Context: an optimization exercise on an open-source flow, tuned for small area, a short achievable clock period and few clock cycles per item. The choices shown serve that exercise and are no tape-out recipe. The RTL was checked by simulation tests, not by an equivalence proof against the original design.

==> flow/design.v <==
module fft2d_top (
  input  logic                          clk,
  input  logic                          arst_n,
  input  logic                          in_valid,
  output logic                          in_ready,
  input  logic signed [16-1:0]  in_re,
  input  logic signed [16-1:0]  in_im,
  output logic                          out_valid,
  input  logic                          out_ready,
  output logic signed [20-1:0] out_re,
  output logic signed [20-1:0] out_im,
  output logic                          out_last
);
  localparam int IW = 16;    
  localparam int AW = IW + 1;         
  localparam int RW = 18;   
  localparam int ZW = RW + 1;         
  localparam int OW = 20;   
  localparam int EW = 2 * RW;         
  logic                 xv;         
  logic [1:0]           xc;         
  logic signed [IW-1:0] xre, xim;   
  logic                 xgo;        
  logic                 pa;         
  logic                 pb;         
  logic                 pha;        
  logic                 phb;        
  logic                 in_fire;
  logic                 xv_n;       
  logic [1:0]           xc_n;
  logic                 pa_n;
  logic                 pb_n;
  logic signed [IW-1:0] x0r, x0i;   
  logic signed [AW-1:0] pr, pim;    
  logic signed [AW-1:0] qr, qim;    
  logic signed [AW-1:0] cr, cim;    
  logic signed [AW-1:0] dr, dim;    
  logic signed [RW-1:0] o1r, o1i;   
  logic signed [RW-1:0] o2r, o2i;
  logic signed [RW-1:0] ar, ai;     
  logic signed [RW-1:0] br, bi;     
  assign xgo     = xv && !((xc == 2'd1 && pa) || (xc == 2'd2 && pb));
  assign in_fire = in_valid && in_ready;
  assign xv_n = in_fire || (xv && !xgo);
  assign xc_n = xgo ? xc + 2'd1 : xc;
  assign pa_n = (xgo && xc == 2'd3) || (pa && !pha);
  assign pb_n = (xgo && xc == 2'd3) || (pb && !phb);
  always_ff @(posedge clk)
  begin
    if (in_fire)
    begin
      xre <= in_re;
      xim <= in_im;
    end
  end
  always_ff @(posedge clk or negedge arst_n)
  begin
    if (!arst_n)
    begin
      xv       <= 1'b0;
      xc       <= '0;
      pa       <= 1'b0;
      pb       <= 1'b0;
      in_ready <= 1'b0;   
    end
    else
    begin
      xv       <= xv_n;
      xc       <= xc_n;
      pa       <= pa_n;
      pb       <= pb_n;
      in_ready <= !(xv_n && ((xc_n == 2'd1 && pa_n) || (xc_n == 2'd2 && pb_n)));
    end
  end
  logic sel_pq, sel_cd, sel_q, sel_x0;           
  logic sel_pq_n, sel_cd_n, sel_q_n, sel_x0_n;   
  always_ff @(posedge clk)
  begin
    sel_pq   <= pa_n;
    sel_cd   <= !pa_n && pb_n;
    sel_q    <= !pb_n && xc_n[0];
    sel_x0   <= !pb_n && !xc_n[0];
    sel_pq_n <= !pa_n;
    sel_cd_n <= pa_n || !pb_n;
    sel_q_n  <= pb_n || !xc_n[0];
    sel_x0_n <= pb_n || xc_n[0];
  end
  assign o1r = ({RW{sel_pq}} & RW'(pr)) | ({RW{sel_cd}} & RW'(cr)) |
               ({RW{sel_q}} & RW'(qr)) | ({RW{sel_x0}} & RW'(x0r));
  assign o1i = ({RW{!sel_pq_n}} & RW'(pim)) | ({RW{!sel_cd_n}} & RW'(cim)) |
               ({RW{!sel_q_n}} & RW'(qim)) | ({RW{!sel_x0_n}} & RW'(x0i));
  assign o2r = ({RW{sel_pq}} & RW'(qr)) | ({RW{sel_cd}} & RW'(dim)) |
               ({RW{!sel_pq && !sel_cd}} & RW'(xre));
  assign o2i = ({RW{!sel_pq_n}} & RW'(qim)) | ({RW{!sel_cd_n}} & RW'(dr)) |
               ({RW{sel_pq_n && sel_cd_n}} & RW'(xim));
  assign ar = o1r + o2r;
  assign ai = o1i + o2i;
  assign br = o1r - o2r;
  assign bi = o1i - o2i;
  always_ff @(posedge clk)
  begin
    if (xgo)
    begin
      case (xc)
        2'd0:
        begin
          x0r <= xre;
          x0i <= xim;
        end
        2'd1:
        begin
          qr  <= AW'(xre);
          qim <= AW'(xim);
        end
        2'd2:
        begin
          pr  <= AW'(ar);
          pim <= AW'(ai);
          cr  <= AW'(br);
          cim <= AW'(bi);
        end
        default:
        begin
          qr  <= AW'(ar);
          qim <= AW'(ai);
          dr  <= AW'(br);
          dim <= AW'(bi);
        end
      endcase
    end
  end
  logic [EW-1:0] w [4];
  assign w[0] = {ai, ar};
  assign w[1] = {bi, ar};
  assign w[2] = {bi, br};
  assign w[3] = {ai, br};
  logic [15:0][EW-1:0] m;        
  logic [3:0]          v;        
  logic [3:0]          e;        
  logic                mode;     
  logic                wmode;    
  logic                hmode;    
  logic [1:0]          wrow;     
  logic                ld1;      
  logic                cons;     
  logic [1:0]          bin;      
  logic [1:0]          rcol;     
  logic                rdf;      
  logic                flip;     
  assign e[0] = cons || !v[0];
  assign e[1] = cons || !(v[0] && v[1]);
  assign e[2] = cons || !(v[0] && v[1] && v[2]);
  assign e[3] = cons || !(v[0] && v[1] && v[2] && v[3]);
  assign pha  = pa && e[3];
  assign phb  = pb && !pa;
  assign flip = pha && (wrow == 2'd3);
  for (genvar gi = 0; gi < 4; gi++)
  begin : g_row
    for (genvar gj = 0; gj < 4; gj++)
    begin : g_col
      logic          en0;    
      logic          en1;    
      logic [EW-1:0] src0;   
      logic [EW-1:0] src1;   
      if (gj == 3)
      begin : g_t0
        assign src0 = w[gi];
        if (gi % 2 == 0)
          assign en0 = e[3] && !phb;
        else
          assign en0 = e[3] || phb;
      end
      else
      begin : g_n0
        assign src0 = m[gi*4 + gj + 1];
        assign en0  = e[gj];
      end
      if (gi == 3)
      begin : g_t1
        assign src1 = w[gj];
        if (gj % 2 == 0)
          assign en1 = e[3] && !phb;
        else
          assign en1 = e[3] || phb;
      end
      else
      begin : g_n1
        assign src1 = m[(gi+1)*4 + gj];
        assign en1  = e[gi];
      end
      logic ld0, ld1c, hold;
      assign ld0  = !wmode && en0;
      assign ld1c = wmode && en1;
      assign hold = !(ld0 || ld1c);
      always_ff @(posedge clk)
        m[gi*4 + gj] <= ({EW{ld0}} & src0) | ({EW{ld1c}} & src1) |
                        ({EW{hold}} & m[gi*4 + gj]);
    end
  end
  always_ff @(posedge clk or negedge arst_n)
  begin
    if (!arst_n)
    begin
      v       <= '0;
      mode    <= 1'b0;
      wmode   <= 1'b0;
      hmode   <= '0;
      wrow    <= '0;
      rdf     <= 1'b0;
    end
    else
    begin
      for (int j = 0; j < 3; j++)
        if (e[j])
          v[j] <= v[j+1];
      if (e[3])
        v[3] <= phb || flip;
      if (pha)
        wrow <= wrow + 2'd1;
      if (flip)
      begin
        mode    <= ~mode;   
        hmode   <= ~hmode;
      end
      if (phb)
        wmode <= mode;
      if (flip)
        rdf <= 1'b1;
      else if (cons && rcol == 2'd3)
        rdf <= 1'b0;
    end
  end
  logic signed [RW-1:0] hr [3];   
  logic signed [RW-1:0] hi [3];
  logic                 b0, b1;   
  logic                 ng;       
  logic [OW-1:0]        t0r, t1r, t2r, t3r;   
  logic [OW-1:0]        t0i, t1i, t2i, t3i;   
  logic [OW-1:0]        u1r, v1r, u1i, v1i;   
  logic                 s1v;      
  logic                 s1l;      
  logic [OW-1:0]        sr, cr2, si, ci2;   
  logic signed [OW-1:0] yr, yi;
  logic                 ld;       
  logic       mode_n;
  logic [1:0] bin_n;
  logic [3:0] hs1_n, hs3;   
  assign mode_n = flip ? ~mode : mode;
  assign bin_n  = ld1 ? bin + 2'd1 : bin;
  always_ff @(posedge clk)
  begin
    hs1_n <= ~{mode_n && bin_n[0], mode_n && !bin_n[0], !mode_n && bin_n[0], !mode_n && !bin_n[0]};
    hs3 <= {mode_n && bin_n[0], mode_n && !bin_n[0], !mode_n && bin_n[0], !mode_n && !bin_n[0]};
  end
  logic [EW-1:0]        h2;
  logic signed [RW-1:0] g1r, g1i, g3r, g3i;   
  assign h2    = hmode ? m[2] : m[8];
  assign hr[0] = m[0][RW-1:0];
  assign hi[0] = m[0][EW-1:RW];
  assign hr[2] = h2[RW-1:0];
  assign hi[2] = h2[EW-1:RW];
  assign g1r = ({RW{!hs1_n[3]}} & m[1][EW-1:RW]) | ({RW{!hs1_n[2]}} & m[1][RW-1:0]) |
               ({RW{!hs1_n[1]}} & m[4][EW-1:RW]) | ({RW{!hs1_n[0]}} & m[4][RW-1:0]);
  assign g1i = ({RW{!hs1_n[3]}} & m[1][RW-1:0]) | ({RW{!hs1_n[2]}} & m[1][EW-1:RW]) |
               ({RW{!hs1_n[1]}} & m[4][RW-1:0]) | ({RW{!hs1_n[0]}} & m[4][EW-1:RW]);
  assign g3r = ({RW{hs3[3]}} & m[3][EW-1:RW]) | ({RW{hs3[2]}} & m[3][RW-1:0]) |
               ({RW{hs3[1]}} & m[12][EW-1:RW]) | ({RW{hs3[0]}} & m[12][RW-1:0]);
  assign g3i = ({RW{hs3[3]}} & m[3][RW-1:0]) | ({RW{hs3[2]}} & m[3][EW-1:RW]) |
               ({RW{hs3[1]}} & m[12][RW-1:0]) | ({RW{hs3[0]}} & m[12][EW-1:RW]);
  assign b0 = bin[0];
  assign b1 = bin[1];
  assign ng = b0 || b1;
  assign t0r = OW'(hr[0]);
  assign t1r = OW'(hr[2]) ^ {OW{b0}};
  assign t2r = OW'(g1r) ^ {OW{b1}};
  assign t3r = OW'(g3r) ^ {OW{b0 ^ b1}};
  assign t0i = OW'(hi[0]);
  assign t1i = OW'(hi[2]) ^ {OW{b0}};
  assign t2i = OW'(g1i) ^ {OW{b0 ^ b1}};
  assign t3i = OW'(g3i) ^ {OW{b1}};
  assign u1r = t0r ^ t1r ^ t2r;
  assign v1r = {(t0r[OW-2:0] & t1r[OW-2:0]) | (t0r[OW-2:0] & t2r[OW-2:0]) |
                (t1r[OW-2:0] & t2r[OW-2:0]), ng};
  assign u1i = t0i ^ t1i ^ t2i;
  assign v1i = {(t0i[OW-2:0] & t1i[OW-2:0]) | (t0i[OW-2:0] & t2i[OW-2:0]) |
                (t1i[OW-2:0] & t2i[OW-2:0]), ng};
  assign ld   = s1v && (!out_valid || out_ready);
  assign ld1  = rdf && (!s1v || ld);
  assign cons = ld1 && (bin == 2'd3);
  always_ff @(posedge clk)
  begin
    if (ld1)
    begin
      sr  <= u1r ^ v1r ^ t3r;
      cr2 <= {(u1r[OW-2:0] & v1r[OW-2:0]) | (u1r[OW-2:0] & t3r[OW-2:0]) |
              (v1r[OW-2:0] & t3r[OW-2:0]), ng};
      si  <= u1i ^ v1i ^ t3i;
      ci2 <= {(u1i[OW-2:0] & v1i[OW-2:0]) | (u1i[OW-2:0] & t3i[OW-2:0]) |
              (v1i[OW-2:0] & t3i[OW-2:0]), ng};
      s1l <= (bin == 2'd3) && (rcol == 2'd3);
    end
  end
  assign yr = sr + cr2;
  assign yi = si + ci2;
  always_ff @(posedge clk or negedge arst_n)
  begin
    if (!arst_n)
    begin
      s1v       <= 1'b0;
      out_valid <= 1'b0;
      bin       <= '0;
      rcol      <= '0;
    end
    else
    begin
      s1v       <= ld1 || (s1v && !ld);
      out_valid <= ld || (out_valid && !out_ready);
      if (ld1)
        bin <= bin + 2'd1;
      if (cons)
        rcol <= rcol + 2'd1;
    end
  end
  always_ff @(posedge clk)
  begin
    if (ld)
    begin
      out_re   <= yr;
      out_im   <= yi;
      out_last <= s1l;
    end
  end
endmodule
==> flow/run.sh <==
#!/bin/bash
# synth_recipe.tcl (not shown) runs the flow's synth.tcl, then flattens the netlist and writes it again
# the make line also repeats each setting of config.mk as NAME=value (left out here)
make -C /OpenROAD-flow-scripts/flow DESIGN_CONFIG=/design/flow/config.mk WORK_HOME=/design/flow/orfs CLKGATE_MAP_FILE= SYNTH_SCRIPT=/design/flow/synth_recipe.tcl finish
==> flow/config.mk <==
export PLATFORM = sky130hd
export DESIGN_NAME = fft2d_top
export DESIGN_NICKNAME = fft2d_top
export VERILOG_FILES = /design/flow/design.v
export SDC_FILE = /design/flow/constraint.sdc
export NUM_CORES = 4
export LEC_CHECK = 0
export ABC_AREA = 1
export CAP_MARGIN = 20
export CORE_MARGIN = 2
export CORE_UTILIZATION = 40
export CTS_CLUSTER_DIAMETER = 80
export CTS_CLUSTER_SIZE = 24
export PLACE_DENSITY = 0.6
export SETUP_SLACK_MARGIN = 3.15
export SLEW_MARGIN = 20
==> flow/constraint.sdc <==
create_clock -name core_clock -period 6.0 [get_ports {clk}]
set_input_delay 1.2000 -clock core_clock [delete_from_list [all_inputs] [get_ports {clk}]]
set_output_delay 1.2000 -clock core_clock [all_outputs]
set_load 0.01 [all_outputs]
==> reports/summary.txt, run 1 <==
DETAILED ROUTING
-----------------------------------------------------------------------------------------------------------------
Post-Route WL ......................................................................................       150 mm
Average routed wire per standard cell ..............................................................      21.0 um
Drt initial violations .............................................................................         3689
Via density per instance ...........................................................................         5.37
ANT nets after route ...............................................................................            0
TritonRoute pass-1 iters ...........................................................................            6
Via count ..........................................................................................        38226
DRC Markers ........................................................................................            0

FINAL LAYOUT
-----------------------------------------------------------------------------------------------------------------
Growth of design area from synthesis to finish .....................................................        18.0%
Fill cell total of the finished layout .............................................................        10900
Number of cells in the finished layout apart from fillers ..........................................         7115
Final-stage net count ..............................................................................         5801
Layout cell share with drive strength beyond 1 .....................................................        13.7%
Finished layout cell area ..........................................................................   54100 um^2
Ant. Diodes ........................................................................................            0

RUN
-----------------------------------------------------------------------------------------------------------------
Total of max-cap violations ........................................................................            0

SETUP PATH
-----------------------------------------------------------------------------------------------------------------
Critical Path Source Type ..........................................................................     register
Critical path fanouts, max .........................................................................            7
Path type of the worst setup path ..................................................................      reg2reg
Kind of end point of the critical path .............................................................     register
CP arrival .........................................................................................      3.34 ns
Master of the slowest instance on the critical path ................................................ sky130_fd_sc_hd__dfxtp_4
Largest stage delay on the critical path ...........................................................      0.44 ns
Worst Path Required ................................................................................      6.44 ns
Critical Path, Cell by Cell ........................................................................ buf_4, clkinvlp_4, buf_4, nand2_1, o21ai_0, a21oi_1, inv_1, ha_4, clkbuf_2, a21oi_1, o21bai_1, a21oi_2, nand3_2, nand3_1, nand2_1

FLOORPLANNING
-----------------------------------------------------------------------------------------------------------------
Starting density of the core .......................................................................        40.2%
Top-level port count ...............................................................................           79
Core region area ...................................................................................  114000 um^2
Die width ..........................................................................................       343 um
Rows ...............................................................................................          124
Die height .........................................................................................       343 um
Die Footprint ......................................................................................  117000 um^2

PLACE
-----------------------------------------------------------------------------------------------------------------
Placed Instances ...................................................................................         6846
Count of port buffers added during placement .......................................................           78
Pre-CTS setup slack ................................................................................      1.70 ns
Placed standard-cell area ..........................................................................   47800 um^2
Routability congestion estimate from global placement ..............................................        0.918
Post-DP HPWL .......................................................................................       105 mm

GLOBAL ROUTE
-----------------------------------------------------------------------------------------------------------------
Overflow left after global routing .................................................................            0
Antenna violations before repair ...................................................................            1
Total routing usage reported by global routing .....................................................        24.5%
Wire length of the first global-routing pass .......................................................       222 mm
Number of global-route vias before repair ..........................................................        35692
Maximum number of pins on one net before global-route repair .......................................           75

CTS
-----------------------------------------------------------------------------------------------------------------
Number of H-tree levels ............................................................................            2
TritonCTS clock tree ...............................................................................        built
Inserted Clock Buffers .............................................................................           50
Master cell of the clock root buffer ............................................................... sky130_fd_sc_hd__clkbuf_16
Count of clock tree sinks ..........................................................................          931
Clock input transition at the sequential cells of the worst setup and hold paths ...................      0.10 ns
Insertion delay of the later-clocked pin in the worst-skew pair ....................................      0.67 ns
Bufs on Longest Clock Path .........................................................................            3

TIMING
-----------------------------------------------------------------------------------------------------------------
Peak clock frequency supported by timing ...........................................................      345 MHz
Setup TNS Final ....................................................................................         0 ns
Worst Hold Slack ...................................................................................     0.458 ns
Unrepaired setup endpoints after global routing ....................................................          yes
Total setup violations reported at the end of the flow .............................................            0
Final worst-path cycle share .......................................................................        48.4%
Transition time at the pin with the least slew margin ..............................................      1.08 ns
Final Worst Setup Slack ............................................................................      3.10 ns
Min cycle time layout ..............................................................................      2.90 ns
Number of failing hold endpoints at the final stage ................................................            0
Max-slew violation count ...........................................................................            0
Final worst clock skew .............................................................................    0.0328 ns
Rel. slew slack ....................................................................................        28.2%

LOGIC SYNTHESIS
-----------------------------------------------------------------------------------------------------------------
Synth Area in Simple Gates .........................................................................        20.9%
Average cell area after synthesis ..................................................................    8.40 um^2
Post-Synthesis Cells ...............................................................................         5460
Fraction of the mapped netlist area in compound gates ..............................................        12.3%
Fraction of synthesis flops using an asynchronous set or reset pin .................................        2.36%
Number of distinct library cell variants in the gate-level netlist after synthesis .................           50
XOR/XNOR share of the synthesized area .............................................................        3.26%
Synth Net Count ....................................................................................         5690
Largest family of logic cells by synthesized area .................................................. simple AND/OR/NAND/NOR gates
Flops & latches, synth .............................................................................          931
Count of flip-flops with a built-in enable after synthesis .........................................          317
Cell Area, Synth ...................................................................................   45800 um^2
Sequential element share of the synthesized area ...................................................        47.8%
Arithmetic-cell share of the synthesized area counting full adders, half adders and majority gates .        6.61%
Yosys synthesis warning count ......................................................................            4
Mux cell area share after synthesis ................................................................      0.0491%
Most used DFF post-synth ........................................................................... sky130_fd_sc_hd__dfxtp_1

RUN STATUS
-----------------------------------------------------------------------------------------------------------------
Status ............................................................................................. complete, no violations

MIN PATH
-----------------------------------------------------------------------------------------------------------------
Worst hold path type ...............................................................................      reg2reg

[metal layers]
metal	global-route usage, %	part of all wire, %
met5	0	0.0067
met4	9.57	4.3
met3	2.45	5.5
met2	39.9	47
met1	33.4	44
[stage by stage]
stage               util [%]
global placement        41.9
finish                  47.4
global route            47.4
CTS                     45.5
floorplan                  -
detailed placement      41.9
[synth_stat cells, types with 3 or more instances]
cell                        instances  area [um^2]
sky130_fd_sc_hd__o21ai_1           10         50.1
sky130_fd_sc_hd__o21bai_1          19          143
sky130_fd_sc_hd__buf_2            116          581
sky130_fd_sc_hd__a21o_1             6         45.0
sky130_fd_sc_hd__edfxtp_1         317         9520
sky130_fd_sc_hd__a21oi_1          119          596
sky130_fd_sc_hd__buf_1             21         78.8
sky130_fd_sc_hd__nand2_4           10          113
sky130_fd_sc_hd__o221ai_1         257         2250
sky130_fd_sc_hd__ha_1             114         1430
sky130_fd_sc_hd__o211ai_1          94          706
sky130_fd_sc_hd__dfxtp_1          592        11900
sky130_fd_sc_hd__and2_1            25          156
sky130_fd_sc_hd__a21boi_0           3         22.5
sky130_fd_sc_hd__nor2_1           176          661
sky130_fd_sc_hd__xor2_1           157         1380
sky130_fd_sc_hd__nor3_1            14         70.1
sky130_fd_sc_hd__inv_2             20         75.1
sky130_fd_sc_hd__dfrtp_1           22          551
sky130_fd_sc_hd__xnor2_1           12          105
sky130_fd_sc_hd__nand2_1         1690         6340
sky130_fd_sc_hd__o22ai_1          122          763
sky130_fd_sc_hd__buf_6              6         67.6
sky130_fd_sc_hd__clkinv_1           4         15.0
sky130_fd_sc_hd__clkbuf_1          95          357
sky130_fd_sc_hd__a22o_1             4         35.0
sky130_fd_sc_hd__a221oi_1          36          315
sky130_fd_sc_hd__buf_4             25          188
sky130_fd_sc_hd__nand3_1          375         1880
sky130_fd_sc_hd__nand2_2           11         68.8
sky130_fd_sc_hd__a22oi_1            4         30.0
sky130_fd_sc_hd__inv_1            731         2740
sky130_fd_sc_hd__a31oi_1            5         31.3
sky130_fd_sc_hd__nand4_1           32          200
sky130_fd_sc_hd__fa_1              80         1600
sky130_fd_sc_hd__o21ai_0          103          515
sky130_fd_sc_hd__o2111ai_1         14          123
[cells by family (layout without fill, tap and decap cells)]
group	count (synthesis)	count (layout)
AOI/OAI and AO/OA	798	798
buffers and inverters	1022	1162
and+or+nand+nor	2343	2346
muxes	2	2
DFF	931	931
xor gates and xnor gates	170	170
adders and majority gates	194	194
[final timing paths]
kind,slack (ns),from,depth (start not counted),endpoint
setup / recovery,3.10,sel_pq_n,15,qim[15]
hold / removal,0.46,xim[3],0,x0i[3]
setup reg to reg,3.10,sel_pq_n,15,qim[15]
hold reg to reg,0.46,xim[3],0,x0i[3]
max in group asynchronous,4.77,arst_n,2,bin[1]
min in group asynchronous,0.91,arst_n,2,in_ready
[registers in the layout (all words and copies together) (netlist names), 16 cells and up]
signal / count
ci2: 19
cim: 16
cr: 16
cr2: 20
dim: 17
dr: 17
m: 576
out_im: 20
out_re: 20
pim: 17
pr: 17
qim: 17
qr: 17
si: 19
sr: 19
x0i: 16
x0r: 16
xim: 16
xre: 16
[critical path: cells and delay by family, from the launching register on]
kind | cells | cell delay (ns)
compound gates | 5 | 0.82
fa+ha+maj | 1 | 0.25
buf+inv | 5 | 0.68
flops | 1 | 0.44
simple gates | 4 | 0.48
[final cells by class]
class / instances / area (um^2) / share of cell area, %
repair inverters: 8 / 61.3 / 0.113
multi-input cells: 3510 / 22100 / 40.8
inverters: 757 / 3070 / 5.68
clock inverters: 19 / 191 / 0.354
well taps: 1512 / 1890 / 3.50
clock buffers: 65 / 1380 / 2.55
repair buffers: 313 / 3450 / 6.38
flip-flops and latches: 931 / 22000 / 40.6
[what timing repair did]
action	in CTS	in global routing
buffers inserted	62	99
gates cloned	14	10
gates resized for setup	382	296
hold buffers	0	0
pin swaps	24	89
hold endpoints to repair	0	0
setup endpoints to repair	947	687
[cell usage in the layout, fill, tap and decap left out, types with 77 or more instances in the layout]
| cell | synthesis | routed |
|---|---|---|
| sky130_fd_sc_hd__o22ai_1 | 122 | 122 |
| sky130_fd_sc_hd__nand2_1 | 1690 | 1589 |
| sky130_fd_sc_hd__inv_1 | 731 | 697 |
| sky130_fd_sc_hd__xor2_1 | 157 | 129 |
| sky130_fd_sc_hd__edfxtp_1 | 317 | 317 |
| sky130_fd_sc_hd__o221ai_1 | 257 | 257 |
| sky130_fd_sc_hd__nand3_1 | 375 | 328 |
| sky130_fd_sc_hd__nor2_1 | 176 | 119 |
| sky130_fd_sc_hd__dfxtp_1 | 592 | 585 |
| sky130_fd_sc_hd__o211ai_1 | 94 | 94 |
| sky130_fd_sc_hd__clkdlybuf4s50_1 | 0 | 77 |
| sky130_fd_sc_hd__ha_1 | 114 | 78 |
| sky130_fd_sc_hd__buf_4 | 25 | 154 |
| sky130_fd_sc_hd__o21ai_0 | 103 | 80 |
Testbench counts, summed over its fixed seeds: cycles 6,304, samples 6,144.
==> run 2: changes to the inputs <==
--- a/flow/config.mk
+++ b/flow/config.mk
@@ -13,4 +13,5 @@
 export CTS_CLUSTER_SIZE = 24
 export PLACE_DENSITY = 0.6
-export SETUP_SLACK_MARGIN = 3.15
+export SETUP_SLACK_MARGIN = 3.0
 export SLEW_MARGIN = 20
+export TNS_END_PERCENT = 30
==> reports/summary.txt, run 2 <==
RUN STATUS
-----------------------------------------------------------------------------------------------------------------
Status ............................................................................................. complete, no violations

SETUP PATH
-----------------------------------------------------------------------------------------------------------------
Critical path fanouts, max .........................................................................            9
Master of the slowest instance on the critical path ................................................ sky130_fd_sc_hd__dfxtp_4
Critical Path Source Type ..........................................................................     register
Path type of the worst setup path ..................................................................      reg2reg
Kind of end point of the critical path .............................................................     register
Critical Path, Cell by Cell ........................................................................ buf_12, nor2_4, buf_12, buf_4, a21oi_1, inv_1, ha_4, nand2_1, nor2_2, nand3_1, nand4_1, nand2_1
CP arrival .........................................................................................      3.35 ns
Largest stage delay on the critical path ...........................................................      0.41 ns
Worst Path Required ................................................................................      6.29 ns

DETAILED ROUTING
-----------------------------------------------------------------------------------------------------------------
Via count ..........................................................................................        37556
ANT nets after route ...............................................................................            0
Drt initial violations .............................................................................         3541
Via density per instance ...........................................................................         5.38
DRC Markers ........................................................................................            0
Average routed wire per standard cell ..............................................................      20.6 um
Post-Route WL ......................................................................................       144 mm
TritonRoute pass-1 iters ...........................................................................            7

LOGIC SYNTHESIS
-----------------------------------------------------------------------------------------------------------------
Cell types occupying the most area after synthesis ................................................. sky130_fd_sc_hd__dfxtp_1, sky130_fd_sc_hd__edfxtp_1, sky130_fd_sc_hd__nand2_1, sky130_fd_sc_hd__inv_1, sky130_fd_sc_hd__o221ai_1
Count of flip-flops with a built-in enable after synthesis .........................................          317
Yosys synthesis warning count ......................................................................            4
Most instantiated library cell after synthesis ..................................................... sky130_fd_sc_hd__nand2_1
Cell type contributing the most total cell area after synthesis .................................... sky130_fd_sc_hd__dfxtp_1
Mux cell area share after synthesis ................................................................      0.0491%
Fraction of the mapped netlist area in compound gates ..............................................        12.3%
Number of distinct library cell variants in the gate-level netlist after synthesis .................           50
Synth Net Count ....................................................................................         5690
Synth Area in Simple Gates .........................................................................        20.9%
Fraction of synthesis flops using an asynchronous set or reset pin .................................        2.36%
Largest family of logic cells by synthesized area .................................................. simple AND/OR/NAND/NOR gates
Post-Synthesis Cells ...............................................................................         5460
Proportion of netlist area held by the largest area contributor ....................................        25.9%
Cell Area, Synth ...................................................................................   45800 um^2
Flops & latches, synth .............................................................................          931
Leading cell types by count after synthesis ........................................................ sky130_fd_sc_hd__nand2_1, sky130_fd_sc_hd__inv_1, sky130_fd_sc_hd__dfxtp_1
Arithmetic-cell share of the synthesized area counting full adders, half adders and majority gates .        6.61%
Sequential element share of the synthesized area ...................................................        47.8%
Average cell area after synthesis ..................................................................    8.40 um^2
XOR/XNOR share of the synthesized area .............................................................        3.26%
Most used DFF post-synth ........................................................................... sky130_fd_sc_hd__dfxtp_1

TIMING
-----------------------------------------------------------------------------------------------------------------
Rel. slew slack ....................................................................................        29.3%
Final worst-path cycle share .......................................................................        51.0%
Unrepaired setup endpoints after global routing ....................................................          yes
Total setup violations reported at the end of the flow .............................................            0
Final worst clock skew .............................................................................    0.0393 ns
Min cycle time layout ..............................................................................      3.06 ns
Transition time at the pin with the least slew margin ..............................................      1.05 ns
Peak clock frequency supported by timing ...........................................................      327 MHz
Setup TNS Final ....................................................................................         0 ns
Max-slew violation count ...........................................................................            0
Number of failing hold endpoints at the final stage ................................................            0

CTS
-----------------------------------------------------------------------------------------------------------------
TritonCTS clock tree ...............................................................................        built
Clock input transition at the sequential cells of the worst setup and hold paths ...................      0.10 ns
Insertion delay of the later-clocked pin in the worst-skew pair ....................................      0.69 ns
Count of clock tree sinks ..........................................................................          931
Number of H-tree levels ............................................................................            2
Inserted Clock Buffers .............................................................................           52
Bufs on Longest Clock Path .........................................................................            3
Master cell of the clock root buffer ............................................................... sky130_fd_sc_hd__clkbuf_16
Hold-fix buffers at CTS ............................................................................            0

FINAL LAYOUT
-----------------------------------------------------------------------------------------------------------------
Final-stage net count ..............................................................................         5659
Layout cell share with drive strength beyond 1 .....................................................        7.99%
Multi-input logic area .............................................................................   21000 um^2
Register with the most flip-flops ..................................................................            m
Fill cell total of the finished layout .............................................................        11195
Growth of design area from synthesis to finish .....................................................        12.3%
Register Area ......................................................................................   21900 um^2
Commonest cells after routing, fill and taps aside ................................................. sky130_fd_sc_hd__nand2_1, sky130_fd_sc_hd__inv_1, sky130_fd_sc_hd__dfxtp_1
Ant. Diodes ........................................................................................            0
Finished layout cell area ..........................................................................   51500 um^2
Max reg flops ......................................................................................          576
Most common cell after layout, fill and taps aside ................................................. sky130_fd_sc_hd__nand2_1
Number of cells in the finished layout apart from fillers ..........................................         6978

GLOBAL ROUTE
-----------------------------------------------------------------------------------------------------------------
Wire length of the first global-routing pass .......................................................       219 mm
Antenna violations before repair ...................................................................            1
Number of global-route vias before repair ..........................................................        35578
Overflow left after global routing .................................................................            0
Total routing usage reported by global routing .....................................................        24.0%
Maximum number of pins on one net before global-route repair .......................................           85

FLOORPLANNING
-----------------------------------------------------------------------------------------------------------------
Rows ...............................................................................................          124
Starting density of the core .......................................................................        40.2%
Core region area ...................................................................................  114000 um^2
Die height .........................................................................................       343 um
Die Footprint ......................................................................................  117000 um^2
Top-level port count ...............................................................................           79
Die width ..........................................................................................       343 um

PLACE
-----------------------------------------------------------------------------------------------------------------
Post-DP HPWL .......................................................................................       103 mm
Count of port buffers added during placement .......................................................           78
Placed Instances ...................................................................................         6825
Routability congestion estimate from global placement ..............................................        0.957
Placed standard-cell area ..........................................................................   47600 um^2

MIN PATH
-----------------------------------------------------------------------------------------------------------------
Worst hold path type ...............................................................................      reg2reg

RUN
-----------------------------------------------------------------------------------------------------------------
Total of max-cap violations ........................................................................            0

## run 2: cell counts after synthesis
Identical to the previous run, type by type.
## run 2: logic make-up (layout without fill, tap and decap cells)
group | after synthesis | in the layout
fa+ha+maj | 194 | 194
flops | 931 | 931
buf+inv | 1022 | 1022
compound gates | 798 | 798
mux | 2 | 2
simple gates | 2343 | 2349
xor+xnor | 170 | 170
## run 2: repair_timing
action / CTS / global route
setup buffers: 32 / 20
gates cloned: 7 / 3
pin swaps: 8 / 13
resized for setup: 146 / 196
endpoints found under the setup margin: 827 / 817
## run 2: worst paths after layout
check / start / end / slack [ns] / cells after the start
worst max-delay path: sel_cd / pr[10] / 2.94 / 12
worst min-delay path: m[52] / m[16] / 0.45 / 2
worst max register to register: sel_cd / pr[10] / 2.94 / 12
worst min register to register: m[52] / m[16] / 0.45 / 2
max in group asynchronous: arst_n / wmode / 4.77 / 2
min in group asynchronous: arst_n / v[2] / 0.92 / 2
## run 2: worst max-delay path: cells and delay by family, from the launching register on
kind	cells	cell delay (ns)
AO/OA/AOI/OAI	1	0.21
adder cells (fa/ha/maj)	1	0.36
buffers and inverters	4	0.53
flip-flops	1	0.41
AND/OR/NAND/NOR	6	1.17
## run 2: area by class of cell
| cell class | count | share of cell area (%) |
|---|---|---|
| Timing Repair Buffer | 172 | 3.64 |
| Multi-Input combinational cell | 3513 | 40.8 |
| Inverter | 757 | 5.80 |
| Tap cell | 1512 | 3.67 |
| Clock buffer | 66 | 2.71 |
| Sequential cell | 931 | 42.6 |
| Clock inverter | 25 | 0.739 |
| Timing Repair inverter | 2 | 0.0292 |
## run 2: per-layer routing
layer | vias up | GRT usage, % | share of wire, %
met1 | 17949 | 32.8 | 44
met4 | 0 | 7.38 | 3.0
li1 | 18021 | - | -
met3 | 191 | 2.80 | 6.4
met2 | 1395 | 39.9 | 46
met5 | - | 0 | 0
## run 2: through the flow
stage / setup slack, ns / util, % / hold WS, ns
2_1_floorplan: 2.60 / - / 0.400
3_3_place_gp: 1.43 / 41.8 / 0.442
4_1_cts: 2.80 / 44.2 / 0.455
6_report: 2.94 / 45.2 / 0.449
5_1_grt: 2.84 / 45.2 / 0.462
3_5_place_dp: 1.40 / 41.8 / 0.447
==> run 3: changes to the inputs <==
--- a/flow/config.mk
+++ b/flow/config.mk
@@ -13,5 +13,4 @@
 export CTS_CLUSTER_SIZE = 24
 export PLACE_DENSITY = 0.6
-export SETUP_SLACK_MARGIN = 3.0
+export SETUP_SLACK_MARGIN = 2.8
 export SLEW_MARGIN = 20
-export TNS_END_PERCENT = 30
==> reports/summary.txt, run 3 <==
GLOBAL ROUTE
-------------------------------------------------------------------------------------------------
Wire length of the first global-routing pass .......................................       214 mm
Antenna violations before repair ...................................................            2
Maximum number of pins on one net before global-route repair .......................           72
Number of global-route vias before repair ..........................................        35138
Total routing usage reported by global routing .....................................        23.5%
Overflow left after global routing .................................................            0

LOGIC SYNTHESIS
-------------------------------------------------------------------------------------------------
Proportion of netlist area held by the largest area contributor ....................        25.9%
Yosys synthesis warning count ......................................................            4
Post-Synthesis Cells ...............................................................         5460
Count of flip-flops with a built-in enable after synthesis .........................          317
Most used DFF post-synth ........................................................... sky130_fd_sc_hd__dfxtp_1
Cell types occupying the most area after synthesis ................................. sky130_fd_sc_hd__dfxtp_1, sky130_fd_sc_hd__edfxtp_1, sky130_fd_sc_hd__nand2_1, sky130_fd_sc_hd__inv_1, sky130_fd_sc_hd__o221ai_1
Flops & latches, synth .............................................................          931
Leading cell types by count after synthesis ........................................ sky130_fd_sc_hd__nand2_1, sky130_fd_sc_hd__inv_1, sky130_fd_sc_hd__dfxtp_1
Average cell area after synthesis ..................................................    8.40 um^2
Most instantiated library cell after synthesis ..................................... sky130_fd_sc_hd__nand2_1
Sequential element share of the synthesized area ...................................        47.8%
Synth Net Count ....................................................................         5690
Fraction of synthesis flops using an asynchronous set or reset pin .................        2.36%
Cell Area, Synth ...................................................................   45800 um^2
Cell type contributing the most total cell area after synthesis .................... sky130_fd_sc_hd__dfxtp_1
Number of distinct library cell variants in the gate-level netlist after synthesis .           50

SETUP PATH
-------------------------------------------------------------------------------------------------
Worst Path Required ................................................................      6.43 ns
Path type of the worst setup path ..................................................      reg2reg
CP arrival .........................................................................      3.55 ns
Critical Path Source Type ..........................................................     register
Kind of end point of the critical path .............................................     register
Critical path fanouts, max .........................................................           17

FLOORPLANNING
-------------------------------------------------------------------------------------------------
Rows ...............................................................................          124
Top-level port count ...............................................................           79
Core region area ...................................................................  114000 um^2
Die width ..........................................................................       343 um
Die height .........................................................................       343 um
Die Footprint ......................................................................  117000 um^2
Starting density of the core .......................................................        40.2%

CTS
-------------------------------------------------------------------------------------------------
Clock input transition at the sequential cells of the worst setup and hold paths ...      0.10 ns
TritonCTS clock tree ...............................................................        built
Hold-fix buffers at CTS ............................................................            0
Insertion delay of the later-clocked pin in the worst-skew pair ....................      0.68 ns
Master cell of the clock root buffer ............................................... sky130_fd_sc_hd__clkbuf_16
Inserted Clock Buffers .............................................................           51
Bufs on Longest Clock Path .........................................................            3
Count of clock tree sinks ..........................................................          931
Number of H-tree levels ............................................................            2

FINAL LAYOUT
-------------------------------------------------------------------------------------------------
Finished layout cell area ..........................................................   50300 um^2
Number of cells in the finished layout apart from fillers ..........................         6953
Most common cell after layout, fill and taps aside ................................. sky130_fd_sc_hd__nand2_1
Register with the most flip-flops ..................................................            m
Fill cell total of the finished layout .............................................        11290
Growth of design area from synthesis to finish .....................................        9.82%
Final core utilization .............................................................        44.1%
Final-stage net count ..............................................................         5639
Layout cell share with drive strength beyond 1 .....................................        5.92%
Ant. Diodes ........................................................................            0
Max reg flops ......................................................................          576
Commonest cells after routing, fill and taps aside ................................. sky130_fd_sc_hd__nand2_1, sky130_fd_sc_hd__inv_1, sky130_fd_sc_hd__dfxtp_1

PLACE
-------------------------------------------------------------------------------------------------
Routability congestion estimate from global placement ..............................        0.926
Count of port buffers added during placement .......................................           78
Placed standard-cell area ..........................................................   47700 um^2
Post-DP HPWL .......................................................................       102 mm
Placed Instances ...................................................................         6831
Pre-CTS setup slack ................................................................      1.20 ns

DETAILED ROUTING
-------------------------------------------------------------------------------------------------
Via density per instance ...........................................................         5.35
Drt initial violations .............................................................         3746
TritonRoute pass-1 iters ...........................................................            8
Post-Route WL ......................................................................       141 mm
Via count ..........................................................................        37179
DRC Markers ........................................................................            0
Average routed wire per standard cell ..............................................      20.3 um
ANT nets after route ...............................................................            0

TIMING
-------------------------------------------------------------------------------------------------
Transition time at the pin with the least slew margin ..............................      1.11 ns
Peak clock frequency supported by timing ...........................................      321 MHz
Setup TNS Final ....................................................................         0 ns
Final worst clock skew .............................................................    0.0316 ns
Unrepaired setup endpoints after global routing ....................................          yes
Min cycle time layout ..............................................................      3.12 ns
Rel. slew slack ....................................................................        26.0%
Max-slew violation count ...........................................................            0
Number of failing hold endpoints at the final stage ................................            0
Worst Hold Slack ...................................................................     0.467 ns
Final Worst Setup Slack ............................................................      2.88 ns
Total setup violations reported at the end of the flow .............................            0
Final worst-path cycle share .......................................................        52.0%

RUN
-------------------------------------------------------------------------------------------------
Total of max-cap violations ........................................................            0

MIN PATH
-------------------------------------------------------------------------------------------------
Worst hold path type ...............................................................      reg2reg

RUN STATUS
-------------------------------------------------------------------------------------------------
Status ............................................................................. complete, no violations

-- run 3: cell types whose count changed in the layout (fill, tap and decap cells not counted), moves of 8 or more --
cell                      change
sky130_fd_sc_hd__a21oi_1     +15
sky130_fd_sc_hd__a21oi_2     -15
sky130_fd_sc_hd__buf_12      -14
sky130_fd_sc_hd__ha_2         +8
sky130_fd_sc_hd__ha_4        -13
sky130_fd_sc_hd__inv_1        +8
sky130_fd_sc_hd__nand2_1     +15
sky130_fd_sc_hd__nand2_2      -9
sky130_fd_sc_hd__nand3_1     +10
sky130_fd_sc_hd__nor2_1      +17
sky130_fd_sc_hd__nor2_2      -17
-- run 3: area by class of cell --
type	count	area (um^2)	share of cell area (%)
inverter	757	2960	5.89
clock inverter	19	239	0.475
timing repair inverter	1	7.51	0.0149
sequential	931	21900	43.6
timing repair buffer	158	1560	3.10
multi-input combinational	3509	20400	40.5
tap	1512	1890	3.76
clock buffer	66	1360	2.71
-- run 3: layer usage --
metal / vias up / share of wire (%) / GRT usage [%] / routed length (um)
met1: 17688 / 45 / 32.7 / 63700
met4: 0 / 2.5 / 6.13 / 3580
li1: 17947 / - / - / -
met5: - / 0 / 0 / 0
met3: 183 / 6.4 / 2.84 / 9100
met2: 1361 / 46 / 38.8 / 65100
-- run 3: what timing repair did --
item | in CTS | in global routing
endpoints found under the setup margin | 651 | 560
gates cloned | 1 | 3
buffers inserted | 16 | 15
pin swaps | 4 | 5
resized for setup | 72 | 118
-- run 3: critical path, stage by stage, from the launching register on --
cell	delay, ns
sky130_fd_sc_hd__dfxtp_4	0.43
sky130_fd_sc_hd__buf_12	0.18
sky130_fd_sc_hd__nor2_4	0.07
sky130_fd_sc_hd__buf_4	0.20
sky130_fd_sc_hd__a21oi_1	0.21
sky130_fd_sc_hd__inv_1	0.07
sky130_fd_sc_hd__ha_1	0.45
sky130_fd_sc_hd__nand2_1	0.16
sky130_fd_sc_hd__nor2_1	0.11
sky130_fd_sc_hd__nand2_1	0.07
sky130_fd_sc_hd__nand2_1	0.22
sky130_fd_sc_hd__nand3_1	0.22
sky130_fd_sc_hd__nand2_1	0.13
sky130_fd_sc_hd__nand2_2	0.15
sky130_fd_sc_hd__and2_1	0.18
-- run 3: path summary, 6_finish.rpt --
path / endpoint / cells past startpoint / start / slack, ns
worst max-delay path: pr[16] / 14 / sel_cd / 2.88
worst min-delay path: x0i[2] / 0 / xim[2] / 0.47
worst max register to register: pr[16] / 14 / sel_cd / 2.88
worst min register to register: x0i[2] / 0 / xim[2] / 0.47
max in group asynchronous: bin[1] / 2 / arst_n / 4.81
min in group asynchronous: xc[0] / 2 / arst_n / 0.88
-- run 3: cell families (layout without fill, tap and decap cells) --
logic type / Yosys count / after routing / share of synthesized area (%)
compound gates: 798 / 798 / 12.3
buf+inv: 1022 / 1001 / 9.01
xor+xnor: 170 / 170 / 3.26
fa+ha+maj: 194 / 194 / 6.61
simple gates: 2343 / 2345 / 20.9
mux: 2 / 2 / 0.0491
flops: 931 / 931 / 47.8
==> run 4: changes to the inputs <==
--- a/flow/config.mk
+++ b/flow/config.mk
@@ -13,4 +13,4 @@
 export CTS_CLUSTER_SIZE = 24
 export PLACE_DENSITY = 0.6
-export SETUP_SLACK_MARGIN = 2.8
+export SETUP_SLACK_MARGIN = 2.85
 export SLEW_MARGIN = 20
==> reports/summary.txt, run 4 <==
LOGIC SYNTHESIS
-------------------------------------------------------------------------------------------------
Number of distinct library cell variants in the gate-level netlist after synthesis .           50
Yosys synthesis warning count ......................................................            4
Sequential element share of the synthesized area ...................................        47.8%
Proportion of netlist area held by the largest area contributor ....................        25.9%
Cell types occupying the most area after synthesis ................................. sky130_fd_sc_hd__dfxtp_1, sky130_fd_sc_hd__edfxtp_1, sky130_fd_sc_hd__nand2_1, sky130_fd_sc_hd__inv_1, sky130_fd_sc_hd__o221ai_1
Flops & latches, synth .............................................................          931
Cell Area, Synth ...................................................................   45800 um^2
Most instantiated library cell after synthesis ..................................... sky130_fd_sc_hd__nand2_1
Synth Net Count ....................................................................         5690
Leading cell types by count after synthesis ........................................ sky130_fd_sc_hd__nand2_1, sky130_fd_sc_hd__inv_1, sky130_fd_sc_hd__dfxtp_1
Fraction of synthesis flops using an asynchronous set or reset pin .................        2.36%
Cell type contributing the most total cell area after synthesis .................... sky130_fd_sc_hd__dfxtp_1
Count of flip-flops with a built-in enable after synthesis .........................          317
Post-Synthesis Cells ...............................................................         5460
Average cell area after synthesis ..................................................    8.40 um^2
Most used DFF post-synth ........................................................... sky130_fd_sc_hd__dfxtp_1

FINAL LAYOUT
-------------------------------------------------------------------------------------------------
Layout cell share with drive strength beyond 1 .....................................        6.49%
Most common cell after layout, fill and taps aside ................................. sky130_fd_sc_hd__nand2_1
Growth of design area from synthesis to finish .....................................        10.2%
Fill cell total of the finished layout .............................................        11272
Max reg flops ......................................................................          576
Final-stage net count ..............................................................         5638
Register with the most flip-flops ..................................................            m
Commonest cells after routing, fill and taps aside ................................. sky130_fd_sc_hd__nand2_1, sky130_fd_sc_hd__inv_1, sky130_fd_sc_hd__dfxtp_1
Final core utilization .............................................................        44.3%

TIMING
-------------------------------------------------------------------------------------------------
Final worst clock skew .............................................................    0.0379 ns
Setup TNS Final ....................................................................         0 ns
Max-slew violation count ...........................................................            0
Number of failing hold endpoints at the final stage ................................            0
Unrepaired setup endpoints after global routing ....................................          yes
Final Worst Setup Slack ............................................................      2.93 ns
Peak clock frequency supported by timing ...........................................      326 MHz
Rel. slew slack ....................................................................        27.6%
Transition time at the pin with the least slew margin ..............................      1.08 ns
Min cycle time layout ..............................................................      3.07 ns
Final worst-path cycle share .......................................................        51.1%
Total setup violations reported at the end of the flow .............................            0

CTS
-------------------------------------------------------------------------------------------------
Clock input transition at the sequential cells of the worst setup and hold paths ...      0.10 ns
Count of clock tree sinks ..........................................................          931
Insertion delay of the later-clocked pin in the worst-skew pair ....................      0.69 ns
Bufs on Longest Clock Path .........................................................            3
Number of H-tree levels ............................................................            2
Inserted Clock Buffers .............................................................           51
TritonCTS clock tree ...............................................................        built
Master cell of the clock root buffer ............................................... sky130_fd_sc_hd__clkbuf_16

FLOORPLANNING
-------------------------------------------------------------------------------------------------
Die width ..........................................................................       343 um
Rows ...............................................................................          124
Core region area ...................................................................  114000 um^2
Top-level port count ...............................................................           79
Starting density of the core .......................................................        40.2%
Die height .........................................................................       343 um
Die Footprint ......................................................................  117000 um^2

DETAILED ROUTING
-------------------------------------------------------------------------------------------------
DRC Markers ........................................................................            0
Via count ..........................................................................        37234
Average routed wire per standard cell ..............................................      20.4 um
ANT nets after route ...............................................................            0
Via density per instance ...........................................................         5.36
TritonRoute pass-1 iters ...........................................................            5
Drt initial violations .............................................................         3626
Post-Route WL ......................................................................       142 mm

SETUP PATH
-------------------------------------------------------------------------------------------------
Kind of end point of the critical path .............................................     register
Critical Path, Cell by Cell ........................................................ buf_12, nor2_4, buf_4, nand2_1, o211ai_1, ha_1, fa_2, nand3_1, nand2_1, nand2_1, nand2_2, nand3_2, nand3_2, and2_1
Largest stage delay on the critical path ...........................................      0.46 ns
Critical path fanouts, max .........................................................           17
Family with the most delay on the worst path ....................................... simple AND/OR/NAND/NOR gates
Master of the slowest instance on the critical path ................................ sky130_fd_sc_hd__fa_2
Worst Path Required ................................................................      6.43 ns
Critical Path Source Type ..........................................................     register
CP bufs+invs .......................................................................            2
Path type of the worst setup path ..................................................      reg2reg
Most Frequent Cell on Critical Path ................................................ sky130_fd_sc_hd__nand2_1
CP arrival .........................................................................      3.49 ns

PLACE
-------------------------------------------------------------------------------------------------
Routability congestion estimate from global placement ..............................        0.926
Post-DP HPWL .......................................................................       102 mm
Pre-CTS setup slack ................................................................      1.20 ns
Count of port buffers added during placement .......................................           78

RUN STATUS
-------------------------------------------------------------------------------------------------
Status ............................................................................. complete, no violations

GLOBAL ROUTE
-------------------------------------------------------------------------------------------------
Maximum number of pins on one net before global-route repair .......................           72
Total routing usage reported by global routing .....................................        23.6%
Overflow left after global routing .................................................            0
Number of global-route vias before repair ..........................................        35169
Wire length of the first global-routing pass .......................................       215 mm
Antenna violations before repair ...................................................            2

RUN
-------------------------------------------------------------------------------------------------
Total of max-cap violations ........................................................            0

MIN PATH
-------------------------------------------------------------------------------------------------
Worst hold path type ...............................................................      reg2reg

run 4: cell types whose count changed in the layout (fill, tap and decap cells not counted), moves of 4 or more:
cell | previous run | this run
sky130_fd_sc_hd__a21oi_1 | 110 | 104
sky130_fd_sc_hd__a21oi_2 | 8 | 14
sky130_fd_sc_hd__ha_2 | 19 | 24
sky130_fd_sc_hd__inv_4 | 5 | 10
sky130_fd_sc_hd__nand2_1 | 1668 | 1659
sky130_fd_sc_hd__nand2_2 | 26 | 34
sky130_fd_sc_hd__nand3_1 | 358 | 353
sky130_fd_sc_hd__nand3_2 | 14 | 18
run 4: final cells by class:
| cell class | count | area (um^2) | share of cell area (%) |
|---|---|---|---|
| Tap cell | 1512 | 1890 | 3.75 |
| Multi-Input combinational cell | 3509 | 20500 | 40.6 |
| Clock buffer | 66 | 1360 | 2.70 |
| Timing Repair Buffer | 157 | 1570 | 3.11 |
| Clock inverter | 19 | 239 | 0.473 |
| Sequential cell | 931 | 21900 | 43.4 |
| Antenna cell | 1 | 2.50 | 0.00495 |
| Inverter | 757 | 2980 | 5.89 |
| Timing Repair inverter | 1 | 7.51 | 0.0149 |
run 4: cells by family after synthesis:
| family | after synthesis | share of synthesized area, % |
|---|---|---|
| AOI/OAI and AO/OA | 798 | 12.3 |
| buffers and inverters | 1022 | 9.01 |
| muxes | 2 | 0.0491 |
| DFF | 931 | 47.8 |
| and+or+nand+nor | 2343 | 20.9 |
| xor gates and xnor gates | 170 | 3.26 |
| adders and majority gates | 194 | 6.61 |
run 4: timing repair:
item	in CTS	in global routing
pin swaps	4	8
gates cloned	2	2
setup endpoints to repair	656	562
endpoints found under the hold margin	0	0
setup buffers	18	12
hold buffers	0	0
gates resized for setup	94	144
run 4: final timing paths:
path                       endpoint  cells after the start  slack [ns]   start
setup / recovery             pr[16]                     14        2.93  sel_cd
hold / removal               m[469]                      2        0.46  m[469]
setup reg to reg             pr[16]                     14        2.93  sel_cd
hold reg to reg              m[469]                      2        0.46  m[469]
max in group asynchronous    bin[1]                      2        4.81  arst_n
min in group asynchronous     xc[0]                      2        0.88  arst_n
run 4: layer usage:
metal	global-route usage [%]	wire (um)	up-vias
met5	0	0	-
met4	6.05	3600	0
met3	2.79	8520	184
met2	39.1	65500	1273
met1	32.7	64200	17834
li1	-	-	17943
run 4: per-stage QoR:
stage	area, um^2	cells	hold slack [ns]
5_1_grt	50500	6952	0.468
3_5_place_dp	47700	6831	0.445
2_1_floorplan	45900	5460	0.400
4_1_cts	49800	6936	0.468
3_3_place_gp	47600	6830	0.442
6_report	50500	6953	0.465
run 4: worst register-to-register path, stage by stage (launching register included):
cell and delay (ns):
sky130_fd_sc_hd__dfxtp_4 0.42, sky130_fd_sc_hd__buf_12 0.18, sky130_fd_sc_hd__nor2_4 0.07, sky130_fd_sc_hd__buf_4 0.14, sky130_fd_sc_hd__nand2_1 0.07, sky130_fd_sc_hd__o211ai_1 0.12
sky130_fd_sc_hd__ha_1 0.29, sky130_fd_sc_hd__fa_2 0.46, sky130_fd_sc_hd__nand3_1 0.09, sky130_fd_sc_hd__nand2_1 0.14, sky130_fd_sc_hd__nand2_1 0.12, sky130_fd_sc_hd__nand2_2 0.15
sky130_fd_sc_hd__nand3_2 0.13, sky130_fd_sc_hd__nand3_2 0.19, sky130_fd_sc_hd__and2_1 0.23
==> run 5: changes to the inputs <==
--- a/flow/config.mk
+++ b/flow/config.mk
@@ -13,4 +13,4 @@
 export CTS_CLUSTER_SIZE = 24
 export PLACE_DENSITY = 0.6
-export SETUP_SLACK_MARGIN = 2.85
+export SETUP_SLACK_MARGIN = 3.0
 export SLEW_MARGIN = 20
==> reports/summary.txt, run 5 <==
TIMING
-------------------------------------------------------------------------------------------------
Max-slew violation count ...........................................................            0
Rel. slew slack ....................................................................        40.3%
Transition time at the pin with the least slew margin ..............................     0.889 ns
Number of failing hold endpoints at the final stage ................................            0
Final worst-path cycle share .......................................................        49.9%
Unrepaired setup endpoints after global routing ....................................          yes
Peak clock frequency supported by timing ...........................................      334 MHz
Setup TNS Final ....................................................................         0 ns
Min cycle time layout ..............................................................      2.99 ns
Total setup violations reported at the end of the flow .............................            0
Final worst clock skew .............................................................    0.0446 ns

CTS
-------------------------------------------------------------------------------------------------
Bufs on Longest Clock Path .........................................................            3
Inserted Clock Buffers .............................................................           53
Clock input transition at the sequential cells of the worst setup and hold paths ...      0.10 ns
Master cell of the clock root buffer ............................................... sky130_fd_sc_hd__clkbuf_16
Number of H-tree levels ............................................................            2
Insertion delay of the later-clocked pin in the worst-skew pair ....................      0.70 ns
Count of clock tree sinks ..........................................................          931
TritonCTS clock tree ...............................................................        built
Hold-fix buffers at CTS ............................................................            0

LOGIC SYNTHESIS
-------------------------------------------------------------------------------------------------
Post-Synthesis Cells ...............................................................         5460
Number of distinct library cell variants in the gate-level netlist after synthesis .           50
Count of flip-flops with a built-in enable after synthesis .........................          317
Most used DFF post-synth ........................................................... sky130_fd_sc_hd__dfxtp_1
Leading cell types by count after synthesis ........................................ sky130_fd_sc_hd__nand2_1, sky130_fd_sc_hd__inv_1, sky130_fd_sc_hd__dfxtp_1
Sequential element share of the synthesized area ...................................        47.8%
Cell types occupying the most area after synthesis ................................. sky130_fd_sc_hd__dfxtp_1, sky130_fd_sc_hd__edfxtp_1, sky130_fd_sc_hd__nand2_1, sky130_fd_sc_hd__inv_1, sky130_fd_sc_hd__o221ai_1
Proportion of netlist area held by the largest area contributor ....................        25.9%
Most instantiated library cell after synthesis ..................................... sky130_fd_sc_hd__nand2_1
Flops & latches, synth .............................................................          931
Synth Net Count ....................................................................         5690
Average cell area after synthesis ..................................................    8.40 um^2
Fraction of synthesis flops using an asynchronous set or reset pin .................        2.36%
Cell Area, Synth ...................................................................   45800 um^2
Cell type contributing the most total cell area after synthesis .................... sky130_fd_sc_hd__dfxtp_1
Yosys synthesis warning count ......................................................            4

SETUP PATH
-------------------------------------------------------------------------------------------------
CP bufs+invs .......................................................................            3
Worst Path Required ................................................................      6.44 ns
Kind of end point of the critical path .............................................     register
Register-to-register setup slack ...................................................      3.01 ns
Path type of the worst setup path ..................................................      reg2reg
Critical path fanouts, max .........................................................           17
Critical Path Source Type ..........................................................     register
Critical Path, Cell by Cell ........................................................ buf_4, bufbuf_16, nand2_1, o21ai_0, a21oi_1, inv_1, ha_4, o21bai_1, a21oi_2, nor2_1, nor2_1, nand3_2, and2_1
Largest stage delay on the critical path ...........................................      0.38 ns
Master of the slowest instance on the critical path ................................ sky130_fd_sc_hd__ha_4
Family with the most delay on the worst path ....................................... simple AND/OR/NAND/NOR gates
CP arrival .........................................................................      3.44 ns
Most Frequent Cell on Critical Path ................................................ sky130_fd_sc_hd__nor2_1

GLOBAL ROUTE
-------------------------------------------------------------------------------------------------
Overflow left after global routing .................................................            0
Number of global-route vias before repair ..........................................        35587
Total routing usage reported by global routing .....................................        24.2%
Antenna violations before repair ...................................................            0
Maximum number of pins on one net before global-route repair .......................           78
Wire length of the first global-routing pass .......................................       220 mm

DETAILED ROUTING
-------------------------------------------------------------------------------------------------
ANT nets after route ...............................................................            0
Drt initial violations .............................................................         3860
Via count ..........................................................................        37952
DRC Markers ........................................................................            0
Post-Route WL ......................................................................       146 mm
Via density per instance ...........................................................         5.42
Average routed wire per standard cell ..............................................      20.9 um
TritonRoute pass-1 iters ...........................................................            7

FLOORPLANNING
-------------------------------------------------------------------------------------------------
Top-level port count ...............................................................           79
Die width ..........................................................................       343 um
Starting density of the core .......................................................        40.2%
Rows ...............................................................................          124
Core region area ...................................................................  114000 um^2
Die Footprint ......................................................................  117000 um^2
Die height .........................................................................       343 um

FINAL LAYOUT
-------------------------------------------------------------------------------------------------
Layout cell share with drive strength beyond 1 .....................................        8.95%
Max reg flops ......................................................................          576
Most common cell after layout, fill and taps aside ................................. sky130_fd_sc_hd__nand2_1
Commonest cells after routing, fill and taps aside ................................. sky130_fd_sc_hd__nand2_1, sky130_fd_sc_hd__inv_1, sky130_fd_sc_hd__dfxtp_1
Number of cells in the finished layout apart from fillers ..........................         7000
Growth of design area from synthesis to finish .....................................        12.9%
Ant. Diodes ........................................................................            0
Register with the most flip-flops ..................................................            m
Final-stage net count ..............................................................         5682

RUN
-------------------------------------------------------------------------------------------------
Total of max-cap violations ........................................................            0

PLACE
-------------------------------------------------------------------------------------------------
Post-DP HPWL .......................................................................       104 mm
Routability congestion estimate from global placement ..............................        0.969
Count of port buffers added during placement .......................................           78
Placed Instances ...................................................................         6834

MIN PATH
-------------------------------------------------------------------------------------------------
Worst hold path type ...............................................................      reg2reg

RUN STATUS
-------------------------------------------------------------------------------------------------
Status ............................................................................. complete, no violations

==> run 5: area by class of cell <==
cell class                 count  area [um^2]
inverter                     757         2950
tap                         1512         1890
clock buffer                  67         1470
fill                       11132        62300
timing repair inverter         4         27.5
multi-input combinational   3512        21100
timing repair buffer         193         1990
clock inverter                24          338
sequential                   931        21900
==> run 5: cells by family after synthesis <==
kind of cell    after synthesis  share of synthesized area (%)
simple gates               2343                           20.9
flops                       931                           47.8
fa+ha+maj                   194                           6.61
compound gates              798                           12.3
buf+inv                    1022                           9.01
xor+xnor                    170                           3.26
mux                           2                         0.0491
==> run 5: path summary, 6_finish.rpt <==
path,start,to,depth (start not counted)
setup reg to reg,sel_cd,dr[16],13
min in group asynchronous,arst_n,xv,2
setup / recovery,sel_cd,dr[16],13
hold reg to reg,s1l,out_last,0
max in group asynchronous,arst_n,wmode,2
hold / removal,s1l,out_last,0
==> run 5: metal layers <==
layer	routed length (um)	vias to the layer above	global-route usage, %
met5	0	-	0
met4	4650	0	7.65
met3	9530	211	3.08
li1	-	18040	-
met1	64300	18282	33.3
met2	67500	1419	39.6
==> run 5: what timing repair did <==
action | in CTS | in global routing
setup buffers | 31 | 31
cloned | 9 | 4
pin swaps | 9 | 20
gates resized for setup | 167 | 199
setup endpoints to repair | 836 | 621
==> run 5: stage by stage <==
step	util (%)	instance area [um^2]	setup WS (ns)	hold WS, ns
2_1_floorplan	-	45900	3.05	0.400
3_3_place_gp	41.8	47700	1.66	0.441
3_5_place_dp	41.8	47700	1.58	0.443
4_1_cts	44.3	50500	2.96	0.463
5_1_grt	45.4	51800	2.90	0.481
6_report	45.4	51800	3.01	0.462
==> run 6: changes to the inputs <==
--- a/flow/config.mk
+++ b/flow/config.mk
@@ -13,4 +13,4 @@
 export CTS_CLUSTER_SIZE = 24
 export PLACE_DENSITY = 0.6
-export SETUP_SLACK_MARGIN = 3.0
+export SETUP_SLACK_MARGIN = 2.9
 export SLEW_MARGIN = 20
==> reports/summary.txt, run 6 <==
RUN STATUS
-------------------------------------------------------------------------------------------------
Status ............................................................................. complete, no violations

SETUP PATH
-------------------------------------------------------------------------------------------------
CP arrival .........................................................................      3.45 ns
Crit path to .......................................................................       cr[10]
Register-to-register setup slack ...................................................      2.93 ns
Master of the slowest instance on the critical path ................................ sky130_fd_sc_hd__dfxtp_4
Path type of the worst setup path ..................................................      reg2reg
Worst Path Required ................................................................      6.38 ns
Family with the most delay on the worst path ....................................... simple AND/OR/NAND/NOR gates
Reg2Reg Depth ......................................................................           11
Largest stage delay on the critical path ...........................................      0.44 ns
Depth of the critical timing path with buffers and inverters included ..............           11
Critical path fanouts, max .........................................................           10
Worst setup path startpoint ........................................................        sel_q
Kind of end point of the critical path .............................................     register

MIN PATH
-------------------------------------------------------------------------------------------------
Worst hold path type ...............................................................      reg2reg

TIMING
-------------------------------------------------------------------------------------------------
Unrepaired setup endpoints after global routing ....................................          yes
Rel. slew slack ....................................................................        27.1%
Final worst-path cycle share .......................................................        51.2%
Peak clock frequency supported by timing ...........................................      326 MHz
Number of failing hold endpoints at the final stage ................................            0
Final Worst Setup Slack ............................................................      2.93 ns
Max-slew violation count ...........................................................            0
Min cycle time layout ..............................................................      3.07 ns
Worst Hold Slack ...................................................................     0.466 ns
Setup TNS Final ....................................................................         0 ns
Final worst clock skew .............................................................    0.0350 ns
Transition time at the pin with the least slew margin ..............................      1.09 ns

DETAILED ROUTING
-------------------------------------------------------------------------------------------------
ANT nets after route ...............................................................            0
Via count ..........................................................................        37304
Via density per instance ...........................................................         5.37
Post-Route WL ......................................................................       142 mm
Average routed wire per standard cell ..............................................      20.4 um

FINAL LAYOUT
-------------------------------------------------------------------------------------------------
Commonest cells after routing, fill and taps aside ................................. sky130_fd_sc_hd__nand2_1, sky130_fd_sc_hd__inv_1, sky130_fd_sc_hd__dfxtp_1
Register with the most flip-flops ..................................................            m
Final-stage net count ..............................................................         5638
Number of cells in the finished layout apart from fillers ..........................         6952
Growth of design area from synthesis to finish .....................................        10.7%

CTS
-------------------------------------------------------------------------------------------------
Bufs on Longest Clock Path .........................................................            3
Inserted Clock Buffers .............................................................           51
Insertion delay of the later-clocked pin in the worst-skew pair ....................      0.68 ns
Hold-fix buffers at CTS ............................................................            0
Number of H-tree levels ............................................................            2

LOGIC SYNTHESIS
-------------------------------------------------------------------------------------------------
Count of flip-flops with a built-in enable after synthesis .........................          317
Cell types occupying the most area after synthesis ................................. sky130_fd_sc_hd__dfxtp_1, sky130_fd_sc_hd__edfxtp_1, sky130_fd_sc_hd__nand2_1, sky130_fd_sc_hd__inv_1, sky130_fd_sc_hd__o221ai_1
Average cell area after synthesis ..................................................    8.40 um^2
Post-Synthesis Cells ...............................................................         5460
Flops & latches, synth .............................................................          931
Yosys synthesis warning count ......................................................            4
Synth Net Count ....................................................................         5690
Number of distinct library cell variants in the gate-level netlist after synthesis .           50
Proportion of netlist area held by the largest area contributor ....................        25.9%
Cell type contributing the most total cell area after synthesis .................... sky130_fd_sc_hd__dfxtp_1

FLOORPLANNING
-------------------------------------------------------------------------------------------------
Die height .........................................................................       343 um
Top-level port count ...............................................................           79
Starting density of the core .......................................................        40.2%
Die Footprint ......................................................................  117000 um^2
Die width ..........................................................................       343 um
Core region area ...................................................................  114000 um^2
Rows ...............................................................................          124

GLOBAL ROUTE
-------------------------------------------------------------------------------------------------
Maximum number of pins on one net before global-route repair .......................           72
Antenna violations before repair ...................................................            2
Wire length of the first global-routing pass .......................................       216 mm
Overflow left after global routing .................................................            0
Total routing usage reported by global routing .....................................        23.7%

PLACE
-------------------------------------------------------------------------------------------------
Placed standard-cell area ..........................................................   47700 um^2
Routability congestion estimate from global placement ..............................        0.926
Placed Instances ...................................................................         6831
Count of port buffers added during placement .......................................           78

## run 6: kinds of logic after synthesis
family	count (synthesis)	share of synthesized area [%]
simple gates	2343	20.9
buf+inv	1022	9.01
flops	931	47.8
compound gates	798	12.3
fa+ha+maj	194	6.61
xor+xnor	170	3.26
mux	2	0.0491
## run 6: worst min path at each step
| stage | startpoint | end | slack, ns |
|---|---|---|---|
| after floorplan | s1l | out_last | 0.40 |
| after global placement | m[470] | m[470] | 0.44 |
| after detailed placement | m[469] | m[469] | 0.45 |
| after CTS | xim[2] | x0i[2] | 0.47 |
| after global routing | xim[2] | x0i[2] | 0.47 |
| final | xim[2] | x0i[2] | 0.47 |
## run 6: layout make-up
type	instances	area [um^2]
sequential	931	21900
inverter	757	2980
clock buffer	66	1360
fill	11247	63300
timing repair buffer	156	1590
timing repair inverter	1	7.51
multi-input combinational	3510	20700
tap	1512	1890
clock inverter	19	239
## run 6: per-layer routing
metal  wire length, um  share of wire [%]  GRT usage, %
met3              9150                6.4          2.81
met5                 0                  0             0
met1             63600                 45          32.9
met2             65800                 46          39.2
met4              3580                2.5          6.08
## run 6: what timing repair did
action                                  in CTS  in global routing
pin swaps                                    5                  8
endpoints found under the setup margin     661                617
gates cloned                                 4                  1
setup buffers                               22                  7
resized for setup                          116                169

-- port drivers added, routing unchanged --
The flow's constraints put no driver on any port. The routed layouts listed below were extracted and timed again, unchanged, in two steps.
Step 1 sets driving cells, clkbuf_16 on the clock port and buf_2 on the other inputs (assumed; they add their load-dependent delay and slew).
Step 2, shift: input delay + t, output delay - t, t = (earliest + latest rising clock arrival at the registers) / 2. This alone moves slack from input paths to output paths.
a / b / c = ideal ports / drivers / drivers and shift; a / b = the first two.
run	shift t [ns]	setup WS [ns]	latest minus earliest clock arrival (ns)
run 1	0.730	3.099 / 3.099 / 2.504	0.043 / 0.043
run 2	0.750	2.940 / 2.940 / 2.374	0.047 / 0.046
run 3	0.744	2.882 / 2.882 / 2.233	0.037 / 0.038
run 4	0.743	2.935 / 2.935 / 2.286	0.038 / 0.038
run 5	0.750	3.007 / 3.007 / 2.377	0.045 / 0.045
run 6	0.744	2.930 / 2.930 / 2.324	0.037 / 0.037
After both steps setup and hold are still met in every run listed.
